This design comes from an exercise in tuning for small area, a short achievable clock period and few clock cycles on the open sky130 flow, not from production work. In this exercise RTL edits were held to simulation tests only and were not proved equivalent to the original. Power figures rest on the tool's default switching activity, not on a simulated workload.

### flow/run.sh
#!/bin/bash
# synth_recipe.tcl (not shown) runs the flow's synth.tcl, then flattens the netlist and writes it again
# the make line also repeats each setting of config.mk as NAME=value (left out here)
make -C /OpenROAD-flow-scripts/flow DESIGN_CONFIG=/design/flow/config.mk WORK_HOME=/design/flow/orfs CLKGATE_MAP_FILE= SYNTH_SCRIPT=/design/flow/synth_recipe.tcl finish
### flow/config.mk
export PLATFORM = sky130hd
export DESIGN_NAME = our_multicycle_cpu
export DESIGN_NICKNAME = our_multicycle_cpu
export VERILOG_FILES = /design/flow/design.v
export SDC_FILE = /design/flow/constraint.sdc
export NUM_CORES = 4
export LEC_CHECK = 0
export CAP_MARGIN = 20
export CORE_MARGIN = 2
export CORE_UTILIZATION = 45
export SETUP_SLACK_MARGIN = 3
export SLEW_MARGIN = 20
### flow/constraint.sdc
create_clock -name core_clock -period 6.5 [get_ports {clk}]
set_input_delay 1.3000 -clock core_clock [delete_from_list [all_inputs] [get_ports {clk}]]
set_output_delay 1.3000 -clock core_clock [all_outputs]
set_load 0.01 [all_outputs]
### flow/design.v
module our_multicycle_cpu #(
  parameter int              XLEN     = 32,
  parameter int              NREGS    = 32,
  parameter logic [XLEN-1:0] RESET_PC = '0
) (
  input  logic            clk,
  input  logic            reset,
  output logic            imem_req,
  output logic [XLEN-1:0] imem_addr,
  input  logic            imem_ready,
  input  logic [31:0]     imem_rdata,
  output logic            dmem_req,
  output logic            dmem_we,
  output logic [XLEN-1:0] dmem_addr,
  output logic [XLEN-1:0] dmem_wdata,
  input  logic            dmem_ready,
  input  logic [XLEN-1:0] dmem_rdata,
  output logic            halt
);
  logic [31:0] pc_f;
  logic        redir_pend;
  logic        valid_d, pred_d;
  logic [31:0] ir_d, alt_d;
  logic        valid_e, pred_e;
  logic        e_sub, e_and, e_or, e_slt, e_lw, e_sw, e_beq, e_ill, e_wr;
  logic [4:0]  rd_e;
  logic        fa_e, fb_e, inv_e, sel_imm, sel_fwd, sel_reg;
  logic [31:0] opa_e, opb_e, alt_e;    
  logic [11:0] imm_e;
  logic        wb_valid;
  logic [4:0]  wb_rd;
  logic [31:0] wb_val;
  logic [4:0]  ld_rd;
  logic [31:0] rf [1:31];
  logic [31:1] rf_ok;
  assign imem_addr = pc_f;
  function automatic logic [31:0] ks_add(input logic [31:0] x, input logic [31:0] y, input logic ci);
    logic [31:0] g, p, gg, pp, gn, pn;
    g = x & y;
    p = x ^ y;
    gg = g;
    gg[0] = g[0] | (p[0] & ci);
    pp = p;
    for (int d = 1; d < 32; d = d * 2) begin
      gn = gg;
      pn = pp;
      for (int i = d; i < 32; i++) begin
        gn[i] = gg[i] | (pp[i] & gg[i-d]);
        pn[i] = pp[i] & pp[i-d];
      end
      gg = gn;
      pp = pn;
    end
    ks_add = p ^ {gg[30:0], ci};
  endfunction
  logic [31:0] immb_f, tgt_f, seq_f, next_f, alt_f;
  logic        pred_f;
  assign immb_f = {{20{imem_rdata[31]}}, imem_rdata[7], imem_rdata[30:25], imem_rdata[11:8], 1'b0};
  logic [13:0] tlo_f;
  logic [18:0] hi_inc, hi_dec;
  logic [31:0] lo_sum, inc_sum, dec_sum;
  assign lo_sum = ks_add({19'd0, pc_f[12:0]}, {19'd0, immb_f[12:0]}, 1'b0);
  assign inc_sum = ks_add({13'd0, pc_f[31:13]}, 32'd0, 1'b1);
  assign dec_sum = ks_add({13'd0, pc_f[31:13]}, 32'hFFFFFFFF, 1'b0);
  assign tlo_f  = lo_sum[13:0];
  assign hi_inc = inc_sum[18:0];
  assign hi_dec = dec_sum[18:0];
  assign tgt_f[12:0]  = tlo_f[12:0];
  assign tgt_f[31:13] = (tlo_f[13] == immb_f[12]) ? pc_f[31:13] : (tlo_f[13] ? hi_inc : hi_dec);
  logic [31:0] seq_sum;
  assign seq_sum = ks_add({2'd0, pc_f[31:2]}, 32'd0, 1'b1);
  assign seq_f  = {seq_sum[29:0], pc_f[1:0]};
  assign pred_f = (imem_rdata[6:0] == 7'b1100011) &&
                  (imem_rdata[31] || (imem_rdata[19:15] == imem_rdata[24:20]));
  assign next_f = pred_f ? tgt_f : seq_f;
  assign alt_f  = pred_f ? seq_f : tgt_f;
  logic [6:0] d_opc, d_f7;
  logic [2:0] d_f3;
  logic [4:0] d_rs1, d_rs2, d_rd;
  assign d_opc = ir_d[6:0];
  assign d_f3  = ir_d[14:12];
  assign d_f7  = ir_d[31:25];
  assign d_rs1 = ir_d[19:15];
  assign d_rs2 = ir_d[24:20];
  assign d_rd  = ir_d[11:7];
  logic d_rtype, d_add, d_sub, d_and, d_or, d_slt, d_addi, d_lw, d_sw, d_beq, d_ill;
  logic d_use2, d_wr;
  assign d_rtype = (d_opc == 7'b0110011);
  assign d_add   = d_rtype && d_f3 == 3'b000 && d_f7 == 7'h00;
  assign d_sub   = d_rtype && d_f3 == 3'b000 && d_f7 == 7'h20;
  assign d_and   = d_rtype && d_f3 == 3'b111 && d_f7 == 7'h00;
  assign d_or    = d_rtype && d_f3 == 3'b110 && d_f7 == 7'h00;
  assign d_slt   = d_rtype && d_f3 == 3'b010 && d_f7 == 7'h00;
  assign d_addi  = (d_opc == 7'b0010011) && d_f3 == 3'b000;
  assign d_lw    = (d_opc == 7'b0000011) && d_f3 == 3'b010;
  assign d_sw    = (d_opc == 7'b0100011) && d_f3 == 3'b010;
  assign d_beq   = (d_opc == 7'b1100011) && d_f3 == 3'b000;
  assign d_ill   = !(d_add || d_sub || d_and || d_or || d_slt || d_addi || d_lw || d_sw || d_beq);
  assign d_use2  = d_rtype || d_sw || d_beq;
  assign d_wr    = (d_add || d_sub || d_and || d_or || d_slt || d_addi) && d_rd != 5'd0;
  logic gstall, ld_done, mis_e, redirect, lu_stall, ex_ill, halt_now, en_d, en_e;
  logic [31:0] a_e, b_e, b_add, redir_tgt;
  logic ldp;
  assign gstall   = dmem_req && !dmem_ready;
  assign ldp      = dmem_req && !dmem_we;            
  assign ld_done  = ldp && dmem_ready;
  assign ex_ill   = valid_e && e_ill;
  assign a_e      = fa_e ? wb_val : opa_e;
  assign b_e      = fb_e ? wb_val : opb_e;      
  assign mis_e    = valid_e && e_beq && ((a_e == b_add) != pred_e) && !gstall;
  assign redirect = mis_e || redir_pend;
  assign redir_tgt = redir_pend ? alt_d : alt_e;
  assign halt_now = ex_ill && !gstall && imem_ready;    
  assign lu_stall = valid_d && valid_e && e_lw && rd_e != 5'd0 &&
                    ((!d_ill && d_rs1 == rd_e) || (d_use2 && d_rs2 == rd_e));
  assign en_e     = valid_d && !gstall && !lu_stall && !ex_ill;
  assign en_d     = imem_req && imem_ready && !gstall && !lu_stall && !ex_ill;
  logic [31:0] d_a, d_b;
  logic        d_fa, d_fb;
  function automatic logic [31:0] rd_port(input logic [4:0] idx);
    logic [31:0] v;
    v = '0;
    for (int i = 1; i < 32; i++)
      v = v | (rf[i] & {32{idx == 5'(i) && rf_ok[i]}});
    if (wb_valid && wb_rd == idx) v = wb_val;
    else if (ld_done && ld_rd == idx && idx != 5'd0) v = dmem_rdata;
    rd_port = v;
  endfunction
  assign d_a  = rd_port(d_rs1);
  assign d_b  = rd_port(d_rs2);
  assign d_fa = valid_e && e_wr && rd_e == d_rs1;
  assign d_fb = valid_e && e_wr && rd_e == d_rs2;
  logic [31:0] sum, alu;
  assign b_add = ({32{sel_imm}} & {{20{imm_e[11]}}, imm_e}) |
                 ({32{sel_fwd}} & (wb_val ^ {32{inv_e}})) |
                 ({32{sel_reg}} & opb_e);
  assign sum   = ks_add(a_e, b_add, inv_e);
  always_comb begin
    if (e_and)      alu = a_e & b_add;
    else if (e_or)  alu = a_e | b_add;
    else if (e_slt) alu = {31'd0, (a_e[31] == b_add[31]) ? a_e[31] : sum[31]};
    else            alu = sum;
  end
  always_ff @(posedge clk) begin
    if (reset) begin
      pc_f       <= RESET_PC;
      imem_req   <= 1'b1;
      redir_pend <= 1'b0;
      valid_d    <= 1'b0;
      valid_e    <= 1'b0;
      wb_valid   <= 1'b0;
      dmem_req   <= 1'b0;
      halt       <= 1'b0;
    end else begin
      if (mis_e && imem_ready) pc_f <= alt_e;
      else if (redir_pend && imem_ready) pc_f <= alt_d;
      else if (en_d && !redir_pend) pc_f <= next_f;
      redir_pend <= redirect && !imem_ready;
      if (en_d) begin
        ir_d   <= imem_rdata;
        pred_d <= pred_f;
      end
      if (en_d) alt_d <= alt_f;
      else if (mis_e) alt_d <= alt_e;    
      if (redirect || halt_now) valid_d <= 1'b0;
      else if (en_d) valid_d <= 1'b1;
      else if (en_e) valid_d <= 1'b0;
      if (en_e) begin
        pred_e <= pred_d;
        alt_e  <= alt_d;
        e_sub  <= d_sub;
        e_and  <= d_and;
        e_or   <= d_or;
        e_slt  <= d_slt;
        e_lw   <= d_lw;
        e_sw   <= d_sw;
        e_beq  <= d_beq;
        e_ill  <= d_ill;
        e_wr   <= d_wr;
        rd_e   <= d_rd;
        fa_e   <= d_fa;
        fb_e   <= d_fb;
        opa_e  <= d_a;
        opb_e  <= (d_sub || d_slt) ? ~d_b : d_b;
        inv_e  <= d_sub || d_slt;
        sel_imm <= d_addi || d_lw || d_sw;
        sel_fwd <= !(d_addi || d_lw || d_sw) && d_fb;
        sel_reg <= !(d_addi || d_lw || d_sw) && !d_fb;
        imm_e  <= d_sw ? {ir_d[31:25], ir_d[11:7]} : ir_d[31:20];
      end
      if (!gstall && !ex_ill) valid_e <= en_e && !redirect;
      if (halt_now) valid_e <= 1'b0;
      if (!gstall) begin
        wb_valid <= valid_e && e_wr;
        wb_rd    <= rd_e;
        wb_val   <= alu;
        dmem_req <= valid_e && (e_lw || e_sw);
      end
      if (!gstall && valid_e && (e_lw || e_sw)) begin
        dmem_we    <= e_sw;
        dmem_addr  <= sum;
        dmem_wdata <= b_e;
        ld_rd      <= rd_e;
      end
      if (halt_now) begin
        halt     <= 1'b1;
        imem_req <= 1'b0;
      end
    end
  end
  logic [31:0] rf_wdata;
  logic [31:1] rf_we;
  assign rf_wdata = ldp ? dmem_rdata : wb_val;
  always_comb
    for (int i = 1; i < 32; i++)
      rf_we[i] = ldp ? (dmem_ready && ld_rd == 5'(i)) : (wb_valid && wb_rd == 5'(i));
  always_ff @(posedge clk)
    for (int i = 1; i < 32; i++)
      if (rf_we[i]) rf[i] <= rf_wdata;
  always_ff @(posedge clk) begin
    if (reset) rf_ok <= '0;
    else rf_ok <= rf_ok | rf_we;
  end
endmodule
==> results of run 1 <==
## kinds of logic (layout without fill, tap and decap cells)
| family | Yosys count | in the layout | share of synthesized area, % |
|---|---|---|---|
| buffers and inverters | 533 | 955 | 3.38 |
| xor gates and xnor gates | 176 | 176 | 2.45 |
| muxes | 87 | 87 | 1.47 |
| adders and majority gates | 82 | 82 | 1.67 |
| other | 0 | 11 | 0 |
| and+or+nand+nor | 1039 | 1043 | 8.23 |
| AOI/OAI and AO/OA | 1561 | 1561 | 18.8 |
| DFF | 1362 | 1362 | 63.9 |
## metal layers
metal  track usage [%]  vias up  share of wire [%]
met1              48.3    26000                 34
met4              25.8       14                8.7
met2              53.7     5436                 41
met5                 0        -              0.039
met3              15.7     1495                 17
li1                  -    20300                  -
## power groups by stage
stage,logic (mW),registers [mW],clock network [mW]
after floorplan,0.971,10.2,0
after global placement,1.48,10.3,0
after detailed placement,1.50,10.3,0
after CTS,1.70,10.1,8.32
after global routing,2.03,10.1,8.66
final,1.91,10.1,8.33
## cells in the mapped netlist (10+ instances only)
library cell | number | area, sq um
edfxtp_1 | 1292 | 38800
a22oi_1 | 314 | 2360
a221oi_1 | 306 | 2680
a22o_1 | 292 | 2560
nand2_1 | 286 | 1070
clkbuf_1 | 279 | 1050
o21ai_0 | 217 | 1090
nor2_1 | 171 | 642
nand3_1 | 145 | 726
inv_1 | 135 | 507
a21oi_1 | 123 | 616
xor2_1 | 111 | 972
nor3_1 | 105 | 526
nand4_1 | 104 | 651
buf_2 | 80 | 400
ha_1 | 79 | 988
a222oi_1 | 76 | 761
and3_1 | 75 | 469
dfxtp_1 | 70 | 1400
xnor2_1 | 65 | 569
mux2i_1 | 46 | 460
mux2_2 | 41 | 462
o211ai_1 | 40 | 300
o22ai_1 | 38 | 238
buf_1 | 33 | 124
nor2b_1 | 31 | 194
a221o_1 | 25 | 250
a211oi_1 | 24 | 180
nor4_1 | 22 | 138
a31oi_1 | 20 | 125
a21o_1 | 16 | 120
nand2b_1 | 15 | 93.8
nor3b_1 | 14 | 105
and2_1 | 13 | 81.3
and4_1 | 12 | 105
o21ai_1 | 10 | 50.1
o21bai_1 | 10 | 75.1
## layout make-up
| type | count | area [sq um] | area share (%) |
|---|---|---|---|
| antenna | 11 | 27.5 | 0.0360 |
| tap | 1876 | 2350 | 3.07 |
| clock buffer | 175 | 3840 | 5.02 |
| sequential | 1362 | 40200 | 52.6 |
| clock inverter | 83 | 818 | 1.07 |
| inverter | 136 | 515 | 0.675 |
| multi-input combinational | 2949 | 23200 | 30.3 |
| timing repair buffer | 561 | 5450 | 7.14 |
## path summary, 6_finish.rpt
check | cells past startpoint | end | from | slack (ps)
hold reg to reg | 0 | pred_e$_DFFE_PP_ | pred_d$_DFFE_PP_ | 420
hold / removal | 0 | pred_e$_DFFE_PP_ | pred_d$_DFFE_PP_ | 420
setup reg to reg | 19 | wb_val[22]$_DFFE_PP_ | inv_e$_DFFE_PP_ | 2310
setup / recovery | 19 | wb_val[22]$_DFFE_PP_ | inv_e$_DFFE_PP_ | 2310
## repair_timing
| item | in CTS | in global routing |
|---|---|---|
| resized for setup | 196 | 185 |
| setup buffers | 106 | 89 |
| setup endpoints to repair | 251 | 367 |
| pin swaps | 55 | 112 |
| cloned | 7 | 9 |
## per-stage QoR
| stage | util, % | hold WS (ps) | power, mW | setup WS, ps |
|---|---|---|---|---|
| floorplan | - | 400 | 11.2 | 1180 |
| global placement | 48.8 | 406 | 11.8 | 1550 |
| detailed placement | 48.8 | 408 | 11.8 | 1530 |
| CTS | 53.6 | 422 | 20.1 | 2350 |
| global route | 54.9 | 437 | 20.8 | 2180 |
| finish | 54.9 | 421 | 20.3 | 2310 |
==> summary.txt, run 1 <==
status=timing/DRC/antenna clean; type of element capturing the critical path=register; CP max FO=8; H-tree depth=4; Post-Route Skew=40.0 ps; Inserted Clock Buffers=144; CP max stage cell=edfxtp_1; Worst VDD drop=0.235 mV; Crit path max-delay family=compound AO/OA/AOI/OAI gates; # IOs=168; Slew @ Worst Pin=1220 ps; fin. max-slew vios=0; # port buffers=167; critical path arrival=4720 ps; # setup viols final=0; global route total overflow=0; register share of total power=49.6%; CTS root buffer=clkbuf_16; Yosys warnings=2; die width=378 microns; asr flop ratio synth=0%; Iter 0 DRT Violations=11,900; number of synthesized flops with an enable pin=1,292; CP Class=reg -> reg; syn nets=4,990; Reg clk slew, reported paths=60 ps; final period utilization=64.5%; Post-Syn Instances=4,840; fmax=0.238 GHz; Die Area=143,000 sq um; Rows=137; final hold violation count=0; post-layout min period=4190 ps; largest net degree at the start of global routing=109; max reg flops=992; Via density=7.44; combinational power share=9.4%; hold buffers post-CTS=0; first-pass GRT wire length=382,000 microns; Area growth syn-to-layout=21.5%; largest reg by FF count=rf; sequential share of the synthesized area=63.9%; clk buf depth=3; number of global-route vias before repair=49,300; Clock Power Share=41.0%; most frequent cells in the layout=edfxtp_1 (1,292), a22oi_1 (312), buf_4 (308), a221oi_1 (298), a22o_1 (292); fraction of layout cells with a size suffix above 1=19.3%; WL final=285,000 microns; Cells after DPL=6,673; fillcell total=11,300; gr usage total=38.3%; number of library cell types mapped by synthesis=82; Final Cell Area=76,400 sq um; Post-DP HPWL=161,000 microns; DR WL/cell=39.8 microns; NetSw=4.94 mW; CTS tree=done; Req. time, crit path=7030 ps; Nets=5,304; Worst slew margin=18.7%; Pleak=26.2 nW; number of max-cap violations=0; most common cell after layout, fill and taps aside=edfxtp_1; core area=139,000 sq um; number of synthesized register bits=1,362; initial antenna violation count=17; Initial Util=45.2%; via count=53,200; Clock Sinks=1,362; Sw Ratio=24.3%; Hold WC Path Type=reg -> reg; Worst-Skew Late Latency=820 ps; Power Internal=15.4 mW; die height=378 microns; Startpoint Class=register; drt drc=0; area of placed instances=67,900 sq um; power per cell area=266 nW/um^2; TritonRoute pass-1 iters=10; setup_tns=0 ps; antenna-violating nets left=0; slowest stage delay, CP=450 ps; Cell Area, Synth=62,900 sq um; worst-path cell chain=buf_6, buf_16, xor2_1, a222oi_1, inv_1, ha_4, buf_12, a211oi_4, o21ai_2, a2111oi_4, o21ai_4, buf_6, buf_4, nand2_4, nand2_4, a31oi_4, xnor2_2, a21oi_1, o21ai_0; unrepaired setup endpoints after global routing=true; Synth Flop Type=edfxtp_1; Final Non-Filler Cells=7,153; Avg Inst Size Synth=13.0 sq um; RD Place Congestion=0.967; buffers plus inverters on the worst setup path=6
Testbench counts, summed over its fixed seeds: cycles 16,654.
==> run 2: changes to the inputs <==
--- a/flow/design.v
+++ b/flow/design.v
@@ -26,3 +26,3 @@
   logic [4:0]  rd_e;
-  logic        fa_e, fb_e, inv_e, sel_imm, sel_fwd, sel_reg;
+  logic        inv_e, sel_imm, sel_pos, sel_neg;
   logic [31:0] opa_e, opb_e, alt_e;    
@@ -101,3 +101,3 @@
   logic gstall, ld_done, mis_e, redirect, lu_stall, ex_ill, halt_now, en_d, en_e;
-  logic [31:0] a_e, b_e, b_add, redir_tgt;
+  logic [31:0] b_add, redir_tgt, sum, alu;
   logic ldp;
@@ -107,5 +107,3 @@
   assign ex_ill   = valid_e && e_ill;
-  assign a_e      = fa_e ? wb_val : opa_e;
-  assign b_e      = fb_e ? wb_val : opb_e;      
-  assign mis_e    = valid_e && e_beq && ((a_e == b_add) != pred_e) && !gstall;
+  assign mis_e    = valid_e && e_beq && ((opa_e == opb_e) != pred_e) && !gstall;
   assign redirect = mis_e || redir_pend;
@@ -128,15 +126,14 @@
   endfunction
-  assign d_a  = rd_port(d_rs1);
-  assign d_b  = rd_port(d_rs2);
+  assign d_a  = d_fa ? alu : rd_port(d_rs1);
+  assign d_b  = d_fb ? alu : rd_port(d_rs2);
   assign d_fa = valid_e && e_wr && rd_e == d_rs1;
   assign d_fb = valid_e && e_wr && rd_e == d_rs2;
-  logic [31:0] sum, alu;
   assign b_add = ({32{sel_imm}} & {{20{imm_e[11]}}, imm_e}) |
-                 ({32{sel_fwd}} & (wb_val ^ {32{inv_e}})) |
-                 ({32{sel_reg}} & opb_e);
-  assign sum   = ks_add(a_e, b_add, inv_e);
+                 ({32{sel_pos}} & opb_e) |
+                 ({32{sel_neg}} & ~opb_e);
+  assign sum   = ks_add(opa_e, b_add, inv_e);
   always_comb begin
-    if (e_and)      alu = a_e & b_add;
-    else if (e_or)  alu = a_e | b_add;
-    else if (e_slt) alu = {31'd0, (a_e[31] == b_add[31]) ? a_e[31] : sum[31]};
+    if (e_and)      alu = opa_e & opb_e;
+    else if (e_or)  alu = opa_e | opb_e;
+    else if (e_slt) alu = {31'd0, (opa_e[31] != opb_e[31]) ? opa_e[31] : sum[31]};
     else            alu = sum;
@@ -180,10 +177,8 @@
         rd_e   <= d_rd;
-        fa_e   <= d_fa;
-        fb_e   <= d_fb;
         opa_e  <= d_a;
-        opb_e  <= (d_sub || d_slt) ? ~d_b : d_b;
+        opb_e  <= d_b;
         inv_e  <= d_sub || d_slt;
         sel_imm <= d_addi || d_lw || d_sw;
-        sel_fwd <= !(d_addi || d_lw || d_sw) && d_fb;
-        sel_reg <= !(d_addi || d_lw || d_sw) && !d_fb;
+        sel_pos <= !(d_addi || d_lw || d_sw) && !(d_sub || d_slt);
+        sel_neg <= d_sub || d_slt;
         imm_e  <= d_sw ? {ir_d[31:25], ir_d[11:7]} : ir_d[31:20];
@@ -192,8 +187,4 @@
       if (halt_now) valid_e <= 1'b0;
-      if (!gstall) begin
-        wb_valid <= valid_e && e_wr;
-        wb_rd    <= rd_e;
-        wb_val   <= alu;
-        dmem_req <= valid_e && (e_lw || e_sw);
-      end
+      wb_valid <= valid_e && e_wr;
+      if (!gstall) dmem_req <= valid_e && (e_lw || e_sw);
       if (!gstall && valid_e && (e_lw || e_sw)) begin
@@ -201,3 +192,3 @@
         dmem_addr  <= sum;
-        dmem_wdata <= b_e;
+        dmem_wdata <= opb_e;
         ld_rd      <= rd_e;
@@ -209,2 +200,6 @@
     end
+  end
+  always_ff @(posedge clk) begin
+    wb_rd  <= rd_e;
+    wb_val <= alu;
   end
--- a/flow/config.mk
+++ b/flow/config.mk
@@ -7,2 +7,3 @@
 export LEC_CHECK = 0
+export ABC_AREA = 1
 export CAP_MARGIN = 20
==> run 2 against run 1 <==
Effect of this change: still clean; first-iteration DRC count grew 11%; die area grew 8.8%; total power grew 1.5%; utilization shrank 1.8 points; final cell count grew 40%; flip-flop and latch count shrank 3; clock-buffer cell count grew 21; critical endpoint is now opa_e[27]$_DFFE_PP_.
==> summary.txt, run 2 <==
Hold WC Path Type=reg -> reg; status=timing/DRC/antenna clean; critical path arrival=4190 ps (-530 ps); CP Class=reg -> reg; Rows=143 (+4.4%); Pleak=32.7 nW (+25%); number of max-cap violations=0 (unchanged); WL final=358,000 microns (+26%); Synth Flop Type=edfxtp_1; number of synthesized flops with an enable pin=1,252 (-3.1%); largest cells by area after synthesis=edfxtp_1 (55%), nand2_1 (10%), inv_1 (6.3%), o22ai_1 (4.6%), nor2_1 (4.4%); number of global-route vias before repair=59,300 (+20%); Reg clk slew, reported paths=60 ps (about the same); Clock Sinks=1,359 (-0.22%); die height=394 microns (+4.3%); WHS=412 ps (-8.89 ps); post-layout min period=3640 ps (-558 ps); count leader, synth=nand2_1; RD Place Congestion=1.01 (+4.9%); most common cell after layout, fill and taps aside=nand2_1; initial antenna violation count=33 (+16); Worst slew margin=10.0% (-8.7 points); # port buffers=167 (unchanged); Slew @ Worst Pin=1350 ps (+129 ps); hold buffers post-CTS=0 (unchanged); sequential share of the synthesized area=58.1% (-5.9 points); largest net degree at the start of global routing=69 (-37%); core area=152,000 sq um (+9.0%); via count=64,900 (+22%); CTS root buffer=clkbuf_16; Post-Syn Instances=7,501 (+55%); first-pass GRT wire length=479,000 microns (+25%); Startpoint Class=register; final hold violation count=0 (unchanged); Iter 0 DRT Violations=13,100 (+11%); R2R setup slack=2860 ps (+560 ps); setup_tns=0 ps (unchanged); clk buf depth=3 (unchanged); DR WL/cell=35.7 microns (-10%); gr usage total=44.7% (+6.4 points); fmax=0.275 GHz (+15%); global route total overflow=0 (unchanged); most frequent cells in the layout=nand2_1 (1,813), edfxtp_1 (1,252), inv_1 (1,121), nor2_1 (795), o22ai_1 (475); Inserted Clock Buffers=152 (+5.6%); number of library cell types mapped by synthesis=56 (-32%); fraction of layout cells with a size suffix above 1=9.61% (-9.6 points); # setup viols final=0 (unchanged); syn nets=7,681 (+54%); Worst VDD drop=0.275 mV (+17%); type of element capturing the critical path=register; Worst-Skew Late Latency=820 ps (about the same); antenna-violating nets left=0 (unchanged); largest reg by FF count=rf; Initial Util=45.2% (-0.066 points); Synth area leader=edfxtp_1; unrepaired setup endpoints after global routing=true; H-tree depth=4 (unchanged); post-synth top area share=54.9% (-6.8 points); Post-Route Skew=33.6 ps (-6.42 ps); Post-DP HPWL=225,000 microns (+39%); TritonRoute pass-1 iters=14 (+4); Cell Area, Synth=68,400 sq um (+8.9%); CTS tree=done; Yosys warnings=2 (unchanged); final period utilization=55.9% (-8.6 points); Req. time, crit path=7050 ps (+20 ps); Nets=8,004 (+51%); max reg flops=992 (unchanged); Via density=6.47 (-13%); Area growth syn-to-layout=17.7%; Avg Inst Size Synth=9.12 sq um (-30%); fin. max-slew vios=0 (unchanged); Die Area=155,000 sq um (+8.8%); number of synthesized register bits=1,359 (-0.22%); die width=394 microns (+4.3%); # IOs=168 (unchanged); drt drc=0 (unchanged); CP max FO=8 (unchanged); power per cell area=256 nW/um^2 (-3.8%); synth cell count leaders=nand2_1 (1,828), edfxtp_1 (1,252), inv_1 (1,156); asr flop ratio synth=0% (unchanged)
## run 2: changes by cell type after synthesis, sizes merged, moves of 124 or more
cell | before | now
nand2 | 286 | 1838
nand3 | 145 | 269
a221oi | 306 | 13
o22ai | 38 | 500
o21ai | 229 | 368
nor2 | 172 | 812
a22oi | 314 | 16
a22o | 292 | 3
clkbuf | 279 | 134
inv | 136 | 1167
## run 2: worst max-delay path: stages (launching register included)
cell,delay (ps)
edfxtp_1,460
buf_4,200
nand2_1,150
nor2_1,100
nand2_1,90
inv_1,450
buf_4,420
nand2_1,80
nand4_1,110
nor3_1,390
nand3b_1,550
nand2_1,190
nand2_1,60
nand2_1,50
nand2_1,40
## run 2: final cells by class
type	instances	area (sq um)
Clock inverter	84	982
Clock buffer	196	4080
Multi-Input combinational cell	4670	24000
Tap cell	2030	2540
Inverter	1172	4510
Timing Repair Buffer	469	4570
Antenna cell	43	108
Sequential cell	1359	39700
Fill cell	13900	71000
## run 2: what timing repair did
item | CTS | global route
setup buffers | 35 | 49
pin swaps | 4 | 13
endpoints found under the setup margin | 225 | 167
gates resized for setup | 63 | 99
gates cloned | 1 | 4
## run 2: final timing paths
kind	startpoint	to	cells past startpoint
worst max-delay path	ir_d[18]$_DFFE_PP_	opa_e[27]$_DFFE_PP_	14
worst min-delay path	pred_d$_DFFE_PP_	pred_e$_DFFE_PP_	0
worst max register to register	ir_d[18]$_DFFE_PP_	opa_e[27]$_DFFE_PP_	14
worst min register to register	pred_d$_DFFE_PP_	pred_e$_DFFE_PP_	0
## run 2: cells by family after synthesis
logic type / Yosys count / share of synthesized area (%)
adders and majority gates: 112 / 2.08
AOI/OAI and AO/OA: 1281 / 11.3
DFF: 1359 / 58.1
buffers and inverters: 1475 / 8.43
and+or+nand+nor: 3183 / 19.0
xor gates and xnor gates: 91 / 1.16
## run 2: power by group
group / leakage (nW) / switching, mW / internal [mW]
clock: 2.46 / 3.85 / 5.11
sequential: 12.2 / 0.164 / 9.82
combinational: 18.0 / 1.17 / 0.512
## run 2: stage by stage
step	instance area [sq um]	power [mW]	util, %	setup WS, ps	cells
floorplan	68600	11.0	-	2120	7501
global placement	73700	11.7	48.7	1740	9606
detailed placement	73800	11.7	48.7	1610	9610
CTS	79500	20.5	52.5	2920	9926
global route	80400	21.1	53.1	2930	9984
finish	80500	20.6	53.1	2860	10000
## run 2: layer usage
layer | wire, microns | vias up | GRT usage (%) | part of all wire [%]
met5 | 521 | - | 0.277 | 0.15
met4 | 29700 | 22 | 29.2 | 8.3
met3 | 56500 | 1614 | 17.9 | 16
met2 | 143000 | 6203 | 61.6 | 40
met1 | 128000 | 31000 | 58.0 | 36
li1 | - | 26100 | - | -
Testbench counts of run 2, summed over its fixed seeds: cycles 16,654.
==> run 3: changes to the inputs <==
--- a/flow/design.v
+++ b/flow/design.v
@@ -33,3 +33,3 @@
   logic [4:0]  ld_rd;
-  logic [31:0] rf [1:31];
+  logic [31:0] rf_n [1:31];    
   logic [31:1] rf_ok;
@@ -121,3 +121,3 @@
     for (int i = 1; i < 32; i++)
-      v = v | (rf[i] & {32{idx == 5'(i) && rf_ok[i]}});
+      v = v | (~rf_n[i] & {32{idx == 5'(i) && rf_ok[i]}});
     if (wb_valid && wb_rd == idx) v = wb_val;
@@ -213,3 +213,3 @@
     for (int i = 1; i < 32; i++)
-      if (rf_we[i]) rf[i] <= rf_wdata;
+      if (rf_we[i]) rf_n[i] <= ~rf_wdata;
   always_ff @(posedge clk) begin
--- a/flow/config.mk
+++ b/flow/config.mk
@@ -11,3 +11,5 @@
 export CORE_UTILIZATION = 45
-export SETUP_SLACK_MARGIN = 3
+export CTS_CLUSTER_DIAMETER = 80
+export CTS_CLUSTER_SIZE = 24
+export SETUP_SLACK_MARGIN = 3.5
 export SLEW_MARGIN = 20
==> run 3 against run 2 <==
Effect of this change: clock-buffer cell count fell by 96; die area fell by 3.5%; sequential power about the same; fmax rose by 11%; clock skew is 4.5 ps higher; register-to-register slack better by 360 ps; combinational power up about 20%; synthesized cell count decreased by 12%; utilization grew 2.4 points; largest power group unchanged; highest routed layer unchanged.
==> summary.txt, run 3 <==
Cells after DPL=8,533 (-11%); largest net degree at the start of global routing=100 (+45%); Post-Route Skew=38.1 ps (+4.50 ps); asr flop ratio synth=0% (unchanged); Avg Inst Size Synth=9.96 sq um (+9.2%); hold buffers post-CTS=0 (unchanged); Worst slew margin=19.1% (+9.1 points); Slew @ Worst Pin=1210 ps (-138 ps); Cell Area, Synth=66,000 sq um (-3.5%); die width=387 microns (-1.7%); CP max FO=12 (+4); max reg flops=992 (unchanged); RD Place Congestion=0.994 (-2.0%); power per cell area=222 nW/um^2 (-13%); dpl ws=1530 ps (-80.8 ps); Req. time, crit path=7100 ps (+50 ps); antenna-violating nets left=0 (unchanged); final period utilization=50.4% (-5.6 points); post-synth top area share=56.9% (+2.0 points); initial antenna violation count=20 (-39%); Post-Syn Instances=6,632 (-12%); Hold WC Path Type=reg -> reg; post-route worst setup slack=3230 ps (+363 ps); Inserted Clock Buffers=81 (-47%); fin util=55.5% (+2.4 points); Startpoint Class=register; Synth area leader=edfxtp_1; Die Area=150,000 sq um (-3.5%); Synth Flop Type=edfxtp_1; Final Total Pwr=18.0 mW (-13%); WL final=336,000 microns (-6.2%); type of element capturing the critical path=register; Reg clk slew, reported paths=100 ps (+40 ps); number of synthesized register bits=1,359 (unchanged); count leader, synth=edfxtp_1; Yosys warnings=2 (unchanged); number of max-cap violations=0 (unchanged); number of global-route vias before repair=56,400 (-4.8%); die height=387 microns (-1.7%); sequential share of the synthesized area=60.2% (+2.1 points); Iter 0 DRT Violations=13,900 (+5.9%); # port buffers=167 (unchanged); H-tree depth=3 (-1); Final Cell Area=80,900 sq um (+0.52%); largest cells by area after synthesis=edfxtp_1 (57%), o22ai_1 (7.4%), nand2_1 (7.0%), nor2_1 (5.0%), dfxtp_1 (3.2%); number of library cell types mapped by synthesis=56 (unchanged); # IOs=168 (unchanged); most common cell after layout, fill and taps aside=edfxtp_1; fin. max-slew vios=0 (unchanged); Rows=140 (-2.1%); Nets=7,281 (-9.0%); CTS tree=done; fmax=0.305 GHz (+11%); CP Class=reg -> reg; drt drc=0 (unchanged); setup_tns=0 ps (unchanged); Clock Sinks=1,359 (unchanged); # setup viols final=0 (unchanged); TritonRoute pass-1 iters=14 (unchanged); final hold violation count=0 (unchanged); number of synthesized flops with an enable pin=1,252 (unchanged); critical path arrival=3870 ps (-320 ps); post-layout min period=3270 ps (-363 ps); core area=146,000 sq um (-3.8%); Pleak=30.2 nW (-7.7%); most frequent cells in the layout=edfxtp_1 (1,252), nand2_1 (1,098), nor2_1 (796), o22ai_1 (756), inv_1 (498); CTS root buffer=clkbuf_16; Initial Util=45.3% (+0.16 points); Post-DP HPWL=185,000 microns (-17%); largest reg by FF count=rf_n; status=timing/DRC/antenna clean; gr usage total=42.0% (-2.7 points); fraction of layout cells with a size suffix above 1=20.2% (+11 points); Via density=6.95 (+7.3%); Area growth syn-to-layout=22.6%; Worst-Skew Late Latency=750 ps (-70 ps); Worst VDD drop=0.242 mV (-12%); Final Non-Filler Cells=9,096 (-9.2%); global route total overflow=0 (unchanged); synth cell count leaders=edfxtp_1 (1,252), nand2_1 (1,239), nor2_1 (885); syn nets=6,812 (-11%); unrepaired setup endpoints after global routing=true; clk buf depth=3 (unchanged); first-pass GRT wire length=442,000 microns (-7.7%); via count=63,200 (-2.6%); WHS=429 ps (+17.2 ps); DR WL/cell=36.9 microns (+3.4%); area of placed instances=70,700 sq um (-4.2%)
## run 3: final timing paths
| kind | to | slack, ps | from | cells past startpoint |
|---|---|---|---|---|
| min | pred_e$_DFFE_PP_ | 430 | pred_d$_DFFE_PP_ | 0 |
| max reg2reg | opb_e[25]$_DFFE_PP_ | 3230 | ir_d[24]$_DFFE_PP_ | 15 |
| min reg2reg | pred_e$_DFFE_PP_ | 430 | pred_d$_DFFE_PP_ | 0 |
| max | opb_e[25]$_DFFE_PP_ | 3230 | ir_d[24]$_DFFE_PP_ | 15 |
## run 3: timing repair
action,4_1_cts,5_1_grt
buffers inserted,160,194
setup endpoints to repair,1098,487
gates resized for setup,495,409
cloned,30,18
pin swaps,89,167
## run 3: cell type report
class                           count  area, sq um
Fill cell                       12500        64800
Sequential cell                  1359        39900
Multi-Input combinational cell   4433        26700
Timing Repair Buffer              687         7050
Tap cell                         1917         2400
Clock buffer                      100         2170
Inverter                          538         2170
Clock inverter                     43          531
Antenna cell                       18         45.0
Timing Repair inverter              1         8.76
## run 3: cell families (layout without fill, tap and decap cells)
group / after synthesis / after routing / share of synthesized area (%)
AND/OR/NAND/NOR: 2853 / 2886 / 18.7
XOR/XNOR: 93 / 93 / 1.23
flip-flops: 1359 / 1359 / 60.2
AO/OA/AOI/OAI: 1342 / 1342 / 12.3
buffers and inverters: 873 / 1369 / 5.47
adder cells (fa/ha/maj): 112 / 112 / 2.16
other: 0 / 18 / 0
## run 3: power breakdown
group / internal [mW] / leakage, nW / switching [mW] / total [mW]
Clock: 2.66 / 1.30 / 3.30 / 5.96
Combinational: 0.697 / 16.7 / 1.32 / 2.02
Sequential: 9.82 / 12.2 / 0.167 / 9.98
## run 3: worst max-delay path, cell delays in order, from the launching register on
cell      delay (ps)
edfxtp_1         370
buf_4            180
buf_12           170
nor2_2           580
nand2_8          210
buf_12           230
buf_6            190
o22ai_1          130
inv_1             60
o221ai_1          90
nor2_1            80
nand3b_1         480
nand2_1          130
nand2_1           90
nand2_1           50
nand2_1           80
## run 3: metal layers
| layer | share of wire [%] | vias to the layer above | routed length [microns] | track usage (%) |
|---|---|---|---|---|
| met5 | 0.33 | - | 1100 | 1.91 |
| met4 | 9.2 | 40 | 30800 | 26.8 |
| met3 | 17 | 1892 | 58000 | 16.9 |
| met2 | 39 | 6606 | 130000 | 57.9 |
| met1 | 34 | 30100 | 116000 | 54.5 |
| li1 | - | 24500 | - | - |
Testbench counts of run 3, summed over its fixed seeds: cycles 16,654.

-- re-timing with driven ports --
In the flow no input, the clock included, has a driving cell. The finished layouts below were timed again as built, in two steps.
Step 1, drivers: a clkbuf_16 drives clk and a buf_2 each remaining input, both assumed.
Step 2 moves the port delays by t, midway between the first and last clock arrival at a register: inputs arrive t later, outputs are due t later. That takes back most of the time a late clock gives input paths.
a / b / c = ideal / step 1 / step 2; a / b = the first two.
run	t, ns	slack for setup (ns)	cell pins on the clock port's net
run 1	0.881	2.306 / 2.306 / 1.986	1
run 2	0.893	2.864 / 2.864 / 2.060	1
run 3	0.810	3.227 / 3.227 / 2.749	1
After both steps setup and hold are still met in every run listed. The setup slack of run 2, which loses most, moves by 0.000 ns with the drivers and by -0.804 ns with both steps.
